What follows belongs to an exercise in optimizing a design on an open flow for small area and a short achievable clock period; a production flow would make more cautious choices. Only simulation tests tie the RTL to the original design; equivalence was not proved. No activity file was given, so power comes from the tool's default toggle rates.

==> flow/design.v <==
`default_nettype none
`timescale 1ns/1ps
package gmii_rx_pkg;
        typedef logic [9-1:0] frame_word_t;
        typedef logic [19-1:0]   rx_ts_t;
        typedef logic [0:0]                 port_id_t;
        typedef enum logic [2:0] {
                RD_IDLE    = 3'd0,
                RD_HEAD    = 3'd1,
                RD_TRAN    = 3'd2,
                RD_DISCARD = 3'd3,
                RD_UFLOW   = 3'd4
        } rd_state_e;
        typedef enum logic {
                MG_IDLE = 1'b0,
                MG_HOLD = 1'b1
        } mg_state_e;
        typedef struct packed {
                logic        wr;
                frame_word_t word;
                rx_ts_t      ts;
                logic        tail;
                logic        underflow;
        } rx_beat_s;
        typedef struct packed {
                port_id_t port;
                rx_beat_s beat;
        } mrg_beat_s;
endpackage
`default_nettype wire
`timescale 1ns/1ps
`default_nettype none
module gmii_rx_top
(
        input  wire logic       i_clk,
        input  wire logic       i_rst_n,
        input  wire logic [7:0] i_rxd0,
        input  wire logic       i_rx_dv0,
        input  wire logic [7:0] i_rxd1,
        input  wire logic       i_rx_dv1,
        input  wire logic [18:0] i_timer,
        output logic            o_port,
        output logic            o_wr,
        output logic [8:0]      o_word,
        output logic [18:0]     o_ts,
        output logic            o_tail,
        output logic            o_underflow
);
        logic [1:0] dv;
        logic [7:0] rxd [2];
        assign dv     = {i_rx_dv1, i_rx_dv0};
        assign rxd[0] = i_rxd0;
        assign rxd[1] = i_rxd1;
        logic [1:0] bcnt [2];
        logic [7:0] hold [2];
        logic [1:0] wr;
        logic [1:0] wmark;
        logic [8:0] mem0 [64];
        logic [8:0] mem1 [64];
        logic [6:0] wptr [2];
        logic [6:0] rptr [2];
        logic [1:0] empty;
        logic [7:0] rlo [2];
        logic [7:0] rhi [2];
        logic [1:0] rd;
        logic [1:0] st_idle, st_head, st_tran, st_disc;
        logic [1:0] dly [2];
        logic [1:0] vld;
        logic [1:0] rmark;
        logic [7:0] rdata;
        logic [1:0] req, grant;
        logic       mg_hold, cur, prio;
        logic       b_wr, b_head, b_tail, b_uflow;
        logic [7:0] b_data;
        logic [18:0] timer_d;
        genvar p;
        generate
                for (p = 0; p < 2; p++) begin : g_port
                        always_ff @(posedge i_clk or negedge i_rst_n) begin
                                if (!i_rst_n) begin
                                        bcnt[p] <= 2'd0;
                                end else if (!dv[p]) begin
                                        bcnt[p] <= 2'd0;
                                end else if (!bcnt[p][1]) begin
                                        bcnt[p] <= bcnt[p] + 2'd1;
                                end
                        end
                        always_ff @(posedge i_clk) begin
                                hold[p] <= rxd[p];
                        end
                        assign wr[p]    = bcnt[p][1] | (bcnt[p][0] & dv[p]);
                        assign wmark[p] = bcnt[p][0] | !dv[p];
                        logic eq_w, eq_r;
                        assign eq_w = (7'(wptr[p] + 7'd1) == rptr[p]);
                        assign eq_r = (wptr[p] == 7'(rptr[p] + 7'd1));
                        always_ff @(posedge i_clk or negedge i_rst_n) begin
                                if (!i_rst_n) begin
                                        wptr[p]  <= '0;
                                        rptr[p]  <= '0;
                                        empty[p] <= 1'b1;
                                        rlo[p]   <= 8'd1;
                                        rhi[p]   <= 8'd1;
                                end else begin
                                        if (wr[p]) wptr[p] <= wptr[p] + 7'd1;
                                        if (rd[p]) rptr[p] <= rptr[p] + 7'd1;
                                        if (rd[p]) rlo[p] <= {rlo[p][6:0], rlo[p][7]};
                                        if (rd[p] && rlo[p][7]) rhi[p] <= {rhi[p][6:0], rhi[p][7]};
                                        if (rd[p]) empty[p] <= !wr[p] && eq_r;
                                        else if (wr[p]) empty[p] <= eq_w;
                                end
                        end
                        assign req[p] = st_idle[p] && !empty[p];
                        always_comb begin
                                rd[p] = 1'b0;
                                if (st_idle[p]) rd[p] = grant[p] && !empty[p] && dly[p][1];
                                if (st_head[p]) rd[p] = !empty[p];
                                if (st_tran[p] || st_disc[p]) rd[p] = !empty[p] && !(vld[p] && rmark[p]);
                        end
                        always_ff @(posedge i_clk or negedge i_rst_n) begin
                                if (!i_rst_n) begin
                                        st_idle[p] <= 1'b1;
                                        st_head[p] <= 1'b0;
                                        st_tran[p] <= 1'b0;
                                        st_disc[p] <= 1'b0;
                                        dly[p]     <= 2'd0;
                                        vld[p]     <= 1'b0;
                                end else begin
                                        vld[p] <= rd[p];
                                        if (st_idle[p]) begin
                                                if (grant[p] && !empty[p]) begin
                                                        if (dly[p][1]) begin
                                                                dly[p]     <= 2'd0;
                                                                st_idle[p] <= 1'b0;
                                                                st_head[p] <= 1'b1;
                                                        end else begin
                                                                dly[p] <= dly[p] + 2'd1;
                                                        end
                                                end else begin
                                                        dly[p] <= 2'd0;
                                                end
                                        end
                                        if (st_head[p]) begin
                                                st_head[p] <= 1'b0;
                                                if (vld[p] && rmark[p]) st_tran[p] <= 1'b1;
                                                else st_disc[p] <= 1'b1;
                                        end
                                        if (st_tran[p]) begin
                                                if (!vld[p]) begin
                                                        st_tran[p] <= 1'b0;
                                                        st_disc[p] <= 1'b1;
                                                end else if (rmark[p]) begin
                                                        st_tran[p] <= 1'b0;
                                                        st_idle[p] <= 1'b1;
                                                end
                                        end
                                        if (st_disc[p]) begin
                                                if (vld[p] && rmark[p]) begin
                                                        st_disc[p] <= 1'b0;
                                                        st_idle[p] <= 1'b1;
                                                end
                                        end
                                end
                        end
                end
        endgenerate
        always_ff @(posedge i_clk) begin
                if (wr[0]) mem0[wptr[0][5:0]] <= {wmark[0], hold[0]};
                if (wr[1]) mem1[wptr[1][5:0]] <= {wmark[1], hold[1]};
        end
        logic [8:0] grp0 [8];
        logic [8:0] grp1 [8];
        logic [8:0] rd_w0, rd_w1;
        logic [7:0] rd_d;
        always_comb begin
                for (int h = 0; h < 8; h++) begin
                        grp0[h] = '0;
                        grp1[h] = '0;
                        for (int l = 0; l < 8; l++) begin
                                grp0[h] = grp0[h] | (mem0[8*h+l] & {9{rlo[0][l]}});
                                grp1[h] = grp1[h] | (mem1[8*h+l] & {9{rlo[1][l]}});
                        end
                end
                rd_w0 = '0;
                rd_w1 = '0;
                rd_d  = '0;
                for (int h = 0; h < 8; h++) begin
                        rd_w0 = rd_w0 | (grp0[h] & {9{rhi[0][h]}});
                        rd_w1 = rd_w1 | (grp1[h] & {9{rhi[1][h]}});
                        rd_d  = rd_d | (grp0[h][7:0] & {8{rhi[0][h] & !cur}})
                                     | (grp1[h][7:0] & {8{rhi[1][h] & cur}});
                end
        end
        always_ff @(posedge i_clk) begin
                rmark[0] <= rd_w0[8];
                rmark[1] <= rd_w1[8];
                rdata    <= rd_d;
                b_data   <= rdata;
                timer_d  <= i_timer;
        end
        logic [1:0] e_head, e_body, e_tail, e_uflow;
        assign e_head  = st_head & vld & rmark;
        assign e_uflow = st_tran & ~vld;
        assign e_tail  = st_tran & vld & rmark;
        assign e_body  = st_tran & vld & ~rmark;
        always_ff @(posedge i_clk or negedge i_rst_n) begin
                if (!i_rst_n) begin
                        b_wr    <= 1'b0;
                        b_head  <= 1'b0;
                        b_tail  <= 1'b0;
                        b_uflow <= 1'b0;
                end else begin
                        b_wr    <= |(e_head | e_body | e_tail | e_uflow);
                        b_head  <= |e_head;
                        b_tail  <= |e_tail;
                        b_uflow <= |e_uflow;
                end
        end
        assign grant[0] = mg_hold && !cur;
        assign grant[1] = mg_hold && cur;
        always_ff @(posedge i_clk or negedge i_rst_n) begin
                if (!i_rst_n) begin
                        mg_hold     <= 1'b0;
                        cur         <= 1'b0;
                        prio        <= 1'b0;
                        o_port      <= 1'b0;
                        o_wr        <= 1'b0;
                        o_word      <= '0;
                        o_ts        <= '0;
                        o_tail      <= 1'b0;
                        o_underflow <= 1'b0;
                end else begin
                        if (!mg_hold) begin
                                if (req[0] || req[1]) begin
                                        mg_hold <= 1'b1;
                                        cur     <= (req[0] && req[1]) ? prio : req[1];
                                end
                        end else if (b_tail || b_uflow) begin
                                mg_hold <= 1'b0;
                                prio    <= !cur;
                        end
                        o_port      <= b_wr && cur;
                        o_wr        <= b_wr;
                        o_word[8]   <= b_head || b_tail || b_uflow;
                        o_word[7:0] <= (b_wr && !b_uflow) ? b_data : 8'd0;
                        o_ts        <= b_head ? timer_d : 19'd0;
                        o_tail      <= b_tail;
                        o_underflow <= b_uflow;
                end
        end
endmodule
`default_nettype wire
Settings: LEC_CHECK=0, CAP_MARGIN=20, CORE_MARGIN=2, CORE_UTILIZATION=45, CTS_CLUSTER_DIAMETER=100, CTS_CLUSTER_SIZE=24, SETUP_SLACK_MARGIN=2.0, SLEW_MARGIN=20; clock period 4.0 ns.
run.sh (not shown) runs the stock make flow with config.mk's settings and CLKGATE_MAP_FILE= SYNTH_SCRIPT=/design/flow/synth_recipe.tcl, a recipe that flattens the netlist after the stock synthesis.
Edit:
--- a/flow/design.v
+++ b/flow/design.v
@@ -52,12 +52,16 @@
         assign rxd[0] = i_rxd0;
         assign rxd[1] = i_rxd1;
         logic [1:0] bcnt [2];
         logic [7:0] hold [2];
         logic [1:0] wr;
         logic [1:0] wmark;
+        logic [1:0] pw;
+        logic [8:0] pd [2];
+        logic [5:0] pa [2];
+        logic [1:0] byp;
         logic [8:0] mem0 [64];
         logic [8:0] mem1 [64];
         logic [6:0] wptr [2];
         logic [6:0] rptr [2];
         logic [1:0] empty;
         logic [7:0] rlo [2];
@@ -84,13 +88,23 @@
                                 end else if (!bcnt[p][1]) begin
                                         bcnt[p] <= bcnt[p] + 2'd1;
                                 end
                         end
                         always_ff @(posedge i_clk) begin
                                 hold[p] <= rxd[p];
-                        end
+                                pd[p]   <= {wmark[p], hold[p]};
+                                pa[p]   <= wptr[p][5:0];
+                        end
+                        always_ff @(posedge i_clk or negedge i_rst_n) begin
+                                if (!i_rst_n) begin
+                                        pw[p] <= 1'b0;
+                                end else begin
+                                        pw[p] <= wr[p];
+                                end
+                        end
+                        assign byp[p] = pw[p] && (rptr[p][5:0] == pa[p]);
                         assign wr[p]    = bcnt[p][1] | (bcnt[p][0] & dv[p]);
                         assign wmark[p] = bcnt[p][0] | !dv[p];
                         logic eq_w, eq_r;
                         assign eq_w = (7'(wptr[p] + 7'd1) == rptr[p]);
                         assign eq_r = (wptr[p] == 7'(rptr[p] + 7'd1));
                         always_ff @(posedge i_clk or negedge i_rst_n) begin
@@ -161,14 +175,14 @@
                                         end
                                 end
                         end
                 end
         endgenerate
         always_ff @(posedge i_clk) begin
-                if (wr[0]) mem0[wptr[0][5:0]] <= {wmark[0], hold[0]};
-                if (wr[1]) mem1[wptr[1][5:0]] <= {wmark[1], hold[1]};
+                if (pw[0]) mem0[pa[0]] <= pd[0];
+                if (pw[1]) mem1[pa[1]] <= pd[1];
         end
         logic [8:0] grp0 [8];
         logic [8:0] grp1 [8];
         logic [8:0] rd_w0, rd_w1;
         logic [7:0] rd_d;
         always_comb begin
@@ -181,17 +195,20 @@
                         end
                 end
                 rd_w0 = '0;
                 rd_w1 = '0;
                 rd_d  = '0;
                 for (int h = 0; h < 8; h++) begin
-                        rd_w0 = rd_w0 | (grp0[h] & {9{rhi[0][h]}});
-                        rd_w1 = rd_w1 | (grp1[h] & {9{rhi[1][h]}});
-                        rd_d  = rd_d | (grp0[h][7:0] & {8{rhi[0][h] & !cur}})
-                                     | (grp1[h][7:0] & {8{rhi[1][h] & cur}});
-                end
+                        rd_w0 = rd_w0 | (grp0[h] & {9{rhi[0][h] & !byp[0]}});
+                        rd_w1 = rd_w1 | (grp1[h] & {9{rhi[1][h] & !byp[1]}});
+                        rd_d  = rd_d | (grp0[h][7:0] & {8{rhi[0][h] & !byp[0] & !cur}})
+                                     | (grp1[h][7:0] & {8{rhi[1][h] & !byp[1] & cur}});
+                end
+                rd_w0 = rd_w0 | (pd[0] & {9{byp[0]}});
+                rd_w1 = rd_w1 | (pd[1] & {9{byp[1]}});
+                rd_d  = rd_d | (pd[0][7:0] & {8{byp[0] & !cur}}) | (pd[1][7:0] & {8{byp[1] & cur}});
         end
         always_ff @(posedge i_clk) begin
                 rmark[0] <= rd_w0[8];
                 rmark[1] <= rd_w1[8];
                 rdata    <= rd_d;
                 b_data   <= rdata;
First-iteration DRC count went down by roughly a tenth.
Final cell count grows by a few percent.
Utilization is lower by 0.20 points.
Clock power rose by a little under a tenth.
Via count rose by a few percent.
Non-clock buffer count rises by 113.
Register-to-register slack is worse by 470 ps.
Fmax decreases by about a fifth.
Area after synthesis grows by a few percent.
Total power went up by a few percent.
Setup slack gets worse by 470 ps.
Wire length came out lower by a few percent.
Clock-buffer cell count decreases by 1.

[re-timing with driven ports]
How much do the figures lean on ideal ports? The routed layouts below were timed once more, with nothing changed but the port constraints. Step 1 sets driving cells, clkbuf_16 on the clock port and buf_2 on the other inputs (assumed; they add their load-dependent delay and slew). Step 2, shift: input delay + t, output delay - t, t = (earliest + latest rising clock arrival at the registers) / 2. This alone moves slack from input paths to output paths. Slacks: no drivers / after step 1 / after step 2; pairs: no drivers / after step 1.
run	t, ns	setup WS [ns]	worst hold slack (ns)	worst register clock-pin slew, ns	cell pins on the clock port's net
the first run	0.786	1.857 / 1.857 / 1.274	0.075 / 0.041 / 0.325	0.10 / 0.10	1
the second run	0.716	1.389 / 1.389 / 1.389	0.331 / 0.331 / 0.331	0.10 / 0.10	1
After both steps setup and hold are still met in every run listed. For the first run, which loses most, drivers alone change the setup slack by 0.000 ns; drivers and shift together by -0.583 ns.
